Background: an optimization exercise with open tools, aiming at small area and a short achievable clock period. Do not read the settings as production practice.
In this exercise RTL edits were held to simulation tests only and were not proved equivalent to the original.
Power is estimated from default activity; no workload was simulated.

**config.mk**
```make
export PLATFORM = sky130hd
export DESIGN_NAME = bmd_latency_tracker
export DESIGN_NICKNAME = bmd_latency_tracker
export VERILOG_FILES = /design/flow/design.v
export SDC_FILE = /design/flow/constraint.sdc
export NUM_CORES = 4
export LEC_CHECK = 0
export CAP_MARGIN = 20
export CORE_MARGIN = 2
export CORE_UTILIZATION = 40
export SLEW_MARGIN = 20
```
**constraint.sdc**
```tcl
create_clock -name core_clock -period 5.0 [get_ports {clk}]
set_input_delay 1.0000 -clock core_clock [delete_from_list [all_inputs] [get_ports {clk}]]
set_output_delay 1.0000 -clock core_clock [all_outputs]
set_load 0.01 [all_outputs]
```
**design.v**
```verilog
package bmd_latency_pkg;
    localparam int CNT_W_DEF = 38;
    localparam int TAG_W_DEF = 6;
    localparam int SUM_W_DEF = 56;
    localparam int NUM_W_DEF = 32;
    localparam int SAT_W = 64;
    function automatic logic [SAT_W-1:0] sat_add(
        input logic [SAT_W-1:0] a,
        input logic [SAT_W-1:0] b,
        input int               w
    );
        logic [SAT_W:0] one;
        logic [SAT_W:0] lim;
        logic [SAT_W:0] s;
        one    = '0;
        one[0] = 1'b1;
        lim    = (one << w) - one;
        s      = {1'b0, a} + {1'b0, b};
        if (s > lim) begin
            s = lim;
        end
        sat_add = s[SAT_W-1:0];
    endfunction
endpackage
module bmd_latency_sdp_ram #(
    parameter int ADDR_W = 6,
    parameter int DATA_W = 38
) (
    input  logic              clk,
    input  logic              we,
    input  logic [ADDR_W-1:0] waddr,
    input  logic [DATA_W-1:0] wdata,
    input  logic              re,
    input  logic [ADDR_W-1:0] raddr,
    output logic [DATA_W-1:0] rdata
);
    localparam int DEPTH = 1 << ADDR_W;
    logic [DATA_W-1:0] mem [DEPTH];
    logic [DATA_W-1:0] rd_stage_q;
    logic [DATA_W-1:0] rd_stage_d;
    logic [DATA_W-1:0] rdata_q;
    logic [DATA_W-1:0] rdata_d;
    always_comb begin
        rd_stage_d = rd_stage_q;
        if (re) begin
            rd_stage_d = mem[raddr];
        end
        rdata_d = rd_stage_q;
    end
    always_ff @(posedge clk) begin
        if (we) begin
            mem[waddr] <= wdata;
        end
        rd_stage_q <= rd_stage_d;
        rdata_q    <= rdata_d;
    end
    assign rdata = rdata_q;
endmodule
module bmd_latency_tracker
#(
    parameter int CNT_W         = bmd_latency_pkg::CNT_W_DEF,
    parameter int TAG_W         = bmd_latency_pkg::TAG_W_DEF,
    parameter int SUM_W         = bmd_latency_pkg::SUM_W_DEF,
    parameter int NUM_W         = bmd_latency_pkg::NUM_W_DEF,
    parameter int SAMPLE_TARGET = 300000
) (
    input  logic             clk,
    input  logic             rst,
    input  logic [CNT_W-1:0] lat_cnt,
    input  logic             stats_clr,
    input  logic             stamp_vld,
    input  logic [TAG_W-1:0] stamp_tag,
    input  logic             cpl_vld,
    input  logic [TAG_W-1:0] cpl_tag,
    output logic             lat_vld,
    output logic [CNT_W-1:0] lat_data,
    output logic [CNT_W-1:0] lat_min,
    output logic [CNT_W-1:0] lat_max,
    output logic [SUM_W-1:0] lat_sum,
    output logic [NUM_W-1:0] lat_num,
    output logic             done,
    output logic             err_dup,
    output logic             err_orphan,
    output logic [TAG_W:0]   outstanding
);
    localparam int DEPTH = 1 << TAG_W;
    logic [DEPTH-1:0] valid_q, valid_d;
    logic [TAG_W:0]   outstanding_q, outstanding_d;
    logic             err_dup_q, err_dup_d;
    logic             err_orphan_q, err_orphan_d;
    logic             p1_vld_q, p1_vld_d;
    logic [CNT_W-1:0] p1_cnt_q, p1_cnt_d;
    logic             p2_vld_q, p2_vld_d;
    logic [CNT_W-1:0] p2_cnt_q, p2_cnt_d;
    logic             lat_vld_q, lat_vld_d;
    logic [CNT_W-1:0] lat_data_q, lat_data_d;
    logic [CNT_W-1:0] lat_min_q, lat_min_d;
    logic [CNT_W-1:0] lat_max_q, lat_max_d;
    logic [SUM_W-1:0] lat_sum_q, lat_sum_d;
    logic [NUM_W-1:0] lat_num_q, lat_num_d;
    logic             done_q, done_d;
    logic             clr_now;
    logic             cpl_hit;
    logic             same_tag;
    logic             stamp_inc;
    logic             ram_we;
    logic [CNT_W-1:0] ram_rdata;
    assign clr_now = rst | stats_clr;
    bmd_latency_sdp_ram #(
        .ADDR_W (TAG_W),
        .DATA_W (CNT_W)
    ) u_ram (
        .clk   (clk),
        .we    (ram_we),
        .waddr (stamp_tag),
        .wdata (lat_cnt),
        .re    (cpl_hit),
        .raddr (cpl_tag),
        .rdata (ram_rdata)
    );
    always_comb begin
        cpl_hit   = cpl_vld & valid_q[cpl_tag] & ~clr_now;
        same_tag  = stamp_vld & cpl_hit & (stamp_tag == cpl_tag);
        stamp_inc = stamp_vld & (~valid_q[stamp_tag] | same_tag);
        ram_we    = stamp_vld & ~clr_now;
        valid_d       = valid_q;
        outstanding_d = outstanding_q;
        err_dup_d     = err_dup_q;
        err_orphan_d  = err_orphan_q;
        p1_vld_d      = cpl_hit;
        p1_cnt_d      = lat_cnt;
        p2_vld_d      = p1_vld_q;
        p2_cnt_d      = p1_cnt_q;
        lat_vld_d     = p2_vld_q;
        lat_data_d    = lat_data_q;
        lat_min_d     = lat_min_q;
        lat_max_d     = lat_max_q;
        lat_sum_d     = lat_sum_q;
        lat_num_d     = lat_num_q;
        done_d        = done_q;
        if (cpl_hit) begin
            valid_d[cpl_tag] = 1'b0;
        end
        if (cpl_vld && !valid_q[cpl_tag]) begin
            err_orphan_d = 1'b1;
        end
        if (stamp_vld) begin
            valid_d[stamp_tag] = 1'b1;
            if (valid_q[stamp_tag] && !same_tag) begin
                err_dup_d = 1'b1;
            end
        end
        outstanding_d = outstanding_q + {{TAG_W{1'b0}}, stamp_inc}
                                      - {{TAG_W{1'b0}}, cpl_hit};
        if (p2_vld_q) begin
            lat_data_d = p2_cnt_q - ram_rdata;
        end
        if (lat_vld_q && !done_q) begin
            lat_num_d = NUM_W'(bmd_latency_pkg::sat_add(bmd_latency_pkg::SAT_W'(lat_num_q), bmd_latency_pkg::SAT_W'(1), NUM_W));
            lat_sum_d = SUM_W'(bmd_latency_pkg::sat_add(bmd_latency_pkg::SAT_W'(lat_sum_q), bmd_latency_pkg::SAT_W'(lat_data_q), SUM_W));
            if (lat_data_q < lat_min_q) begin
                lat_min_d = lat_data_q;
            end
            if (lat_data_q > lat_max_q) begin
                lat_max_d = lat_data_q;
            end
            done_d = (SAMPLE_TARGET != 0) && (lat_num_d == NUM_W'(SAMPLE_TARGET));
        end
        if (stats_clr) begin
            valid_d       = '0;
            outstanding_d = '0;
            err_dup_d     = 1'b0;
            err_orphan_d  = 1'b0;
            p1_vld_d      = 1'b0;
            p2_vld_d      = 1'b0;
            lat_vld_d     = 1'b0;
            lat_data_d    = '0;
            lat_min_d     = '1;
            lat_max_d     = '0;
            lat_sum_d     = '0;
            lat_num_d     = '0;
            done_d        = 1'b0;
        end
    end
    always_ff @(posedge clk) begin
        if (rst) begin
            valid_q       <= '0;
            outstanding_q <= '0;
            err_dup_q     <= 1'b0;
            err_orphan_q  <= 1'b0;
            p1_vld_q      <= 1'b0;
            p1_cnt_q      <= '0;
            p2_vld_q      <= 1'b0;
            p2_cnt_q      <= '0;
            lat_vld_q     <= 1'b0;
            lat_data_q    <= '0;
            lat_min_q     <= '1;
            lat_max_q     <= '0;
            lat_sum_q     <= '0;
            lat_num_q     <= '0;
            done_q        <= 1'b0;
        end else begin
            valid_q       <= valid_d;
            outstanding_q <= outstanding_d;
            err_dup_q     <= err_dup_d;
            err_orphan_q  <= err_orphan_d;
            p1_vld_q      <= p1_vld_d;
            p1_cnt_q      <= p1_cnt_d;
            p2_vld_q      <= p2_vld_d;
            p2_cnt_q      <= p2_cnt_d;
            lat_vld_q     <= lat_vld_d;
            lat_data_q    <= lat_data_d;
            lat_min_q     <= lat_min_d;
            lat_max_q     <= lat_max_d;
            lat_sum_q     <= lat_sum_d;
            lat_num_q     <= lat_num_d;
            done_q        <= done_d;
        end
    end
    assign lat_vld     = lat_vld_q;
    assign lat_data    = lat_data_q;
    assign lat_min     = lat_min_q;
    assign lat_max     = lat_max_q;
    assign lat_sum     = lat_sum_q;
    assign lat_num     = lat_num_q;
    assign done        = done_q;
    assign err_dup     = err_dup_q;
    assign err_orphan  = err_orphan_q;
    assign outstanding = outstanding_q;
endmodule
```
**run.sh**
```bash
#!/bin/bash
# synth_recipe.tcl (not shown) runs the flow's synth.tcl, then flattens the netlist and writes it again
# the make line also repeats each setting of config.mk as NAME=value (left out here)
make -C /OpenROAD-flow-scripts/flow DESIGN_CONFIG=/design/flow/config.mk WORK_HOME=/design/flow/orfs CLKGATE_MAP_FILE= SYNTH_SCRIPT=/design/flow/synth_recipe.tcl finish
```
==> summary.txt <==
==> through the flow <==
stage,cell area (um2),setup slack (ps),utilization,cells,setup TNS (ps)
after floorplan,116000,-386,-,6924,-29340
after global placement,124000,-271,0.432,10800,-271
after detailed placement,124000,-187,0.432,10800,-187
after CTS,134000,539,0.466,11400,0
after global routing,134000,238,0.467,11400,0
final,134000,571,0.467,11400,0
==> state kept, by name, indices dropped and copies added, names as in the netlist, 7 cells and up <==
register          cells
u_ram.mem          2432
valid_q              64
lat_sum_q            56
lat_data_q           38
lat_max_q            38
lat_min_q            38
p1_cnt_q             38
p2_cnt_q             38
u_ram.rd_stage_q     38
u_ram.rdata_q        38
lat_num_q            32
outstanding_q         7
==> how the worst max path moves through the flow <==
stage | start | end | slack [ps] | cells after the start
after floorplan | stamp_tag[3] | u_ram.mem[40][0]$_DFFE_PP_ | -390 | 6
after global placement | stamp_tag[0] | outstanding_q[6]$_SDFF_PP0_ | -270 | 20
after detailed placement | cpl_tag[0] | outstanding_q[6]$_SDFF_PP0_ | -190 | 21
after CTS | valid_q[0]$_SDFF_PP0_ | outstanding_q[6]$_SDFF_PP0_ | 540 | 20
after global routing | valid_q[2]$_SDFF_PP0_ | outstanding_q[6]$_SDFF_PP0_ | 240 | 20
final | valid_q[0]$_SDFF_PP0_ | outstanding_q[6]$_SDFF_PP0_ | 570 | 20
==> worst max-delay path, delay by kind of cell (launching register included) <==
family | cells | cell delay (ps)
xor+xnor | 1 | 140
simple gates | 4 | 760
mux | 1 | 120
buf+inv | 3 | 410
flops | 1 | 450
fa+ha+maj | 3 | 900
compound gates | 8 | 1510
==> metal layers <==
metal / share of wire / track usage / wire, um / up-vias
met2: 0.47 / 0.365 / 160000 / 3236
met5: 0.00060 / 0 / 205 / -
met1: 0.42 / 0.324 / 143000 / 35300
li1: - / - / - / 28700
met4: 0.024 / 0.0556 / 8350 / 12
met3: 0.089 / 0.0399 / 30300 / 506
==> cell families (layout without fill, tap and decap cells) <==
logic type               after synthesis  count (layout)  share of synthesized area
adder cells (fa/ha/maj)              170             170                     0.0186
AO/OA/AOI/OAI                       1317            1317                     0.0730
flip-flops                          2863            2863                      0.710
multiplexers                         922             922                      0.129
AND/OR/NAND/NOR                      993             993                     0.0411
XOR/XNOR                             109             109                    0.00826
other                                  0              13                          0
buffers and inverters                550            1247                     0.0198
==> cell usage after synthesis (all sizes together) (85+ instances only) <==
cell type / number
o21ai: 274
buf: 140
ha: 167
a21oi: 353
nand3: 85
clkbuf: 252
nand2: 284
dfxtp: 393
edfxtp: 2470
inv: 156
o22ai: 150
nor2: 275
mux4: 458
nor2b: 102
mux2i: 462
o221ai: 213
==> power by group through the flow <==
stage / Clock, mW / Sequential, mW / Combinational (mW)
floorplan: 0 / 26.5 / 1.39
global placement: 0 / 26.6 / 2.36
detailed placement: 0 / 26.6 / 2.40
CTS: 22.7 / 26.1 / 2.40
global route: 23.7 / 26.0 / 2.58
finish: 22.4 / 26.0 / 2.42
==> final cells by class <==
type                    count  area share
diodes                     13    0.000242
repair buffers            540      0.0390
multi-input cells        3511       0.237
flip-flops and latches   2863       0.611
clock buffers             373      0.0603
well taps                3781      0.0352
clock inverters           176      0.0131
inverters                 158     0.00447
==> impl_metrics.ini <==
[cts]
clk_latency_ps = 880
postCtsHoldBufs = 0
clk_path_buf_depth = 4
numCtsBuffers = 306
post_cts_buffers = 0
postCtsResizedCells = 0
clock_sinks = 2863
clk_pin_slew_worst_paths_ps = 60
cts_tree = done
htree_levels = 5
root_buffer = clkbuf_16

[power]
ir_drop_v = 0.000281
leakagePower_nw = 44.4
internal-power_mw = 39.8
p_seq_frac = 0.513
p_comb_frac = 0.048
p_total_mw = 50.8
p_sw_mw = 11.0
power_density_nw_per_um2 = 378
p_sw_frac = 0.216
clkPwrFrac = 0.440

[final_layout]
multi_input_area_um2 = 31800
num-fill-cells = 24200
regArea_um2 = 82000
drive_above_1_share = 0.173
finalNetCount = 7605
final_cell_mix = 2470 x edfxtp_1, 462 x mux2i_1, 458 x mux4_2
layout_commonest_cell = edfxtp_1
area_growth_pct = 16.2

[synthesis]
synth_cell_type_count = 83
ys.warnings.count = 2
ys_seq_area_frac = 0.710
synth_top_area_frac = 0.642
synthArstFlopShare = 0
ys_seq_elements = 2863
syn_inst = 6924
synth_nets = 7149
avgSynthCellArea_um2 = 16.7
syn_area_um2 = 116000
synth_edf_count = 2470
ys_top_cells_by_area = edfxtp_1 64%, mux4_2 8.9%, dfxtp_1 6.8%, mux2i_1 4.0%, ha_1 1.8%
synth.largest_area_cell = edfxtp_1
synth_flop_cell = edfxtp_1

[timing]
setup_viol = 0
fin_hold_ws_ps = 350
skew_ps = 54.6
rsz0062_at_grt = no
max_freq_mhz = 226
period_needed_ps = 4430
max_slew.worst_pin.slew_ps = 1160
timing.final.crit_share = 0.886
report.final.slew_viol_count = 0
slew_headroom = 0.226
hold_viol_final = 0

[worst_setup_path]
worstPathRequired_ps = 5720
worstSetupPathType = flop to flop
ff2ff_path_depth = 20
critical_path.max_fanout = 3
setup.worst_path.end_class = flop
startpoint_type = flop
critPathMaxStageDelay_ps = 550
reg2reg_slack_ps = 570
crit_chain = mux2i_1 -> o221ai_1 -> buf_4 -> a21oi_1 -> o31ai_1 -> buf_4 -> o211ai_2 -> or4_1 -> nand2_1 -> nand2_1 -> ha_1 -> inv_1 -> ha_1 -> fa_1 -> a21o_1 -> a21oi_1 -> o21bai_1 -> a21oi_1 -> xnor2_1 -> nor2_1
crit_arrival_ps = 5150
rr_startpoint = valid_q[0]$_SDFF_PP0_
worst_path_max_delay_cell = or4_1
crit_path_frequent_cell = a21oi_1
reg2reg_to = outstanding_q[6]$_SDFF_PP0_

[die]
dieArea_um2 = 293000
initial_core_util = 0.402
core_area_um2 = 288000
ios = 268
dieHeight_um = 542
rows = 197
die_width_um = 542

[grt]
grt_pass1_wl_mm = 485
antenna_found_initial = 32
grt.overflow.total = 0
grt_max_degree = 178
track_usage = 0.228
grt_pass1_vias = 65600

[routing]
dr.pass1.iters = 6
vias = 67800
wl_per_cell_um = 29.9
route.detailed.drc = 0
totalWireLength_mm = 342
first_iter_violations = 8264
ant_nets = 0
via_per_inst = 5.94

[worst_hold_path]
worstHoldPathType = flop to flop
min_delay_path_depth = 0
hold_end = u_ram.rdata_q[34]$_DFF_P_
min-delay-start = u_ram.rd_stage_q[34]$_DFFE_PN_

[place]
io_buffers = 267
place_congestion = 0.922
hpwlAfterDp_mm = 195

[run_status]
status = no timing/DRC/antenna violations

[job]
drv_cap = 0

separate check: timing with driven ports:
Ports are ideal in the flow. The routed layout listed here was re-timed in OpenROAD. Step 1 sets driving cells, clkbuf_16 on the clock port and buf_2 on the other inputs (assumed; they add their load-dependent delay and slew). Step 2 moves the port delays by t, midway between the first and last clock arrival at a register: inputs arrive t later, outputs are due t later. That takes back most of the time a late clock gives input paths. Slacks: no drivers / after step 1 / after step 2; pairs: no drivers / after step 1.
t (ns): 0.952
setup slack, ns: 0.571 / 0.571 / -0.254
hold slack, ns: 0.350 / 0.350 / 0.350
latest minus earliest clock arrival (ns): 0.070 / 0.070
Met with ideal ports but missed after step 2: setup timing in this run. For this run, drivers alone change the setup slack by 0.000 ns; drivers and shift together by -0.825 ns.
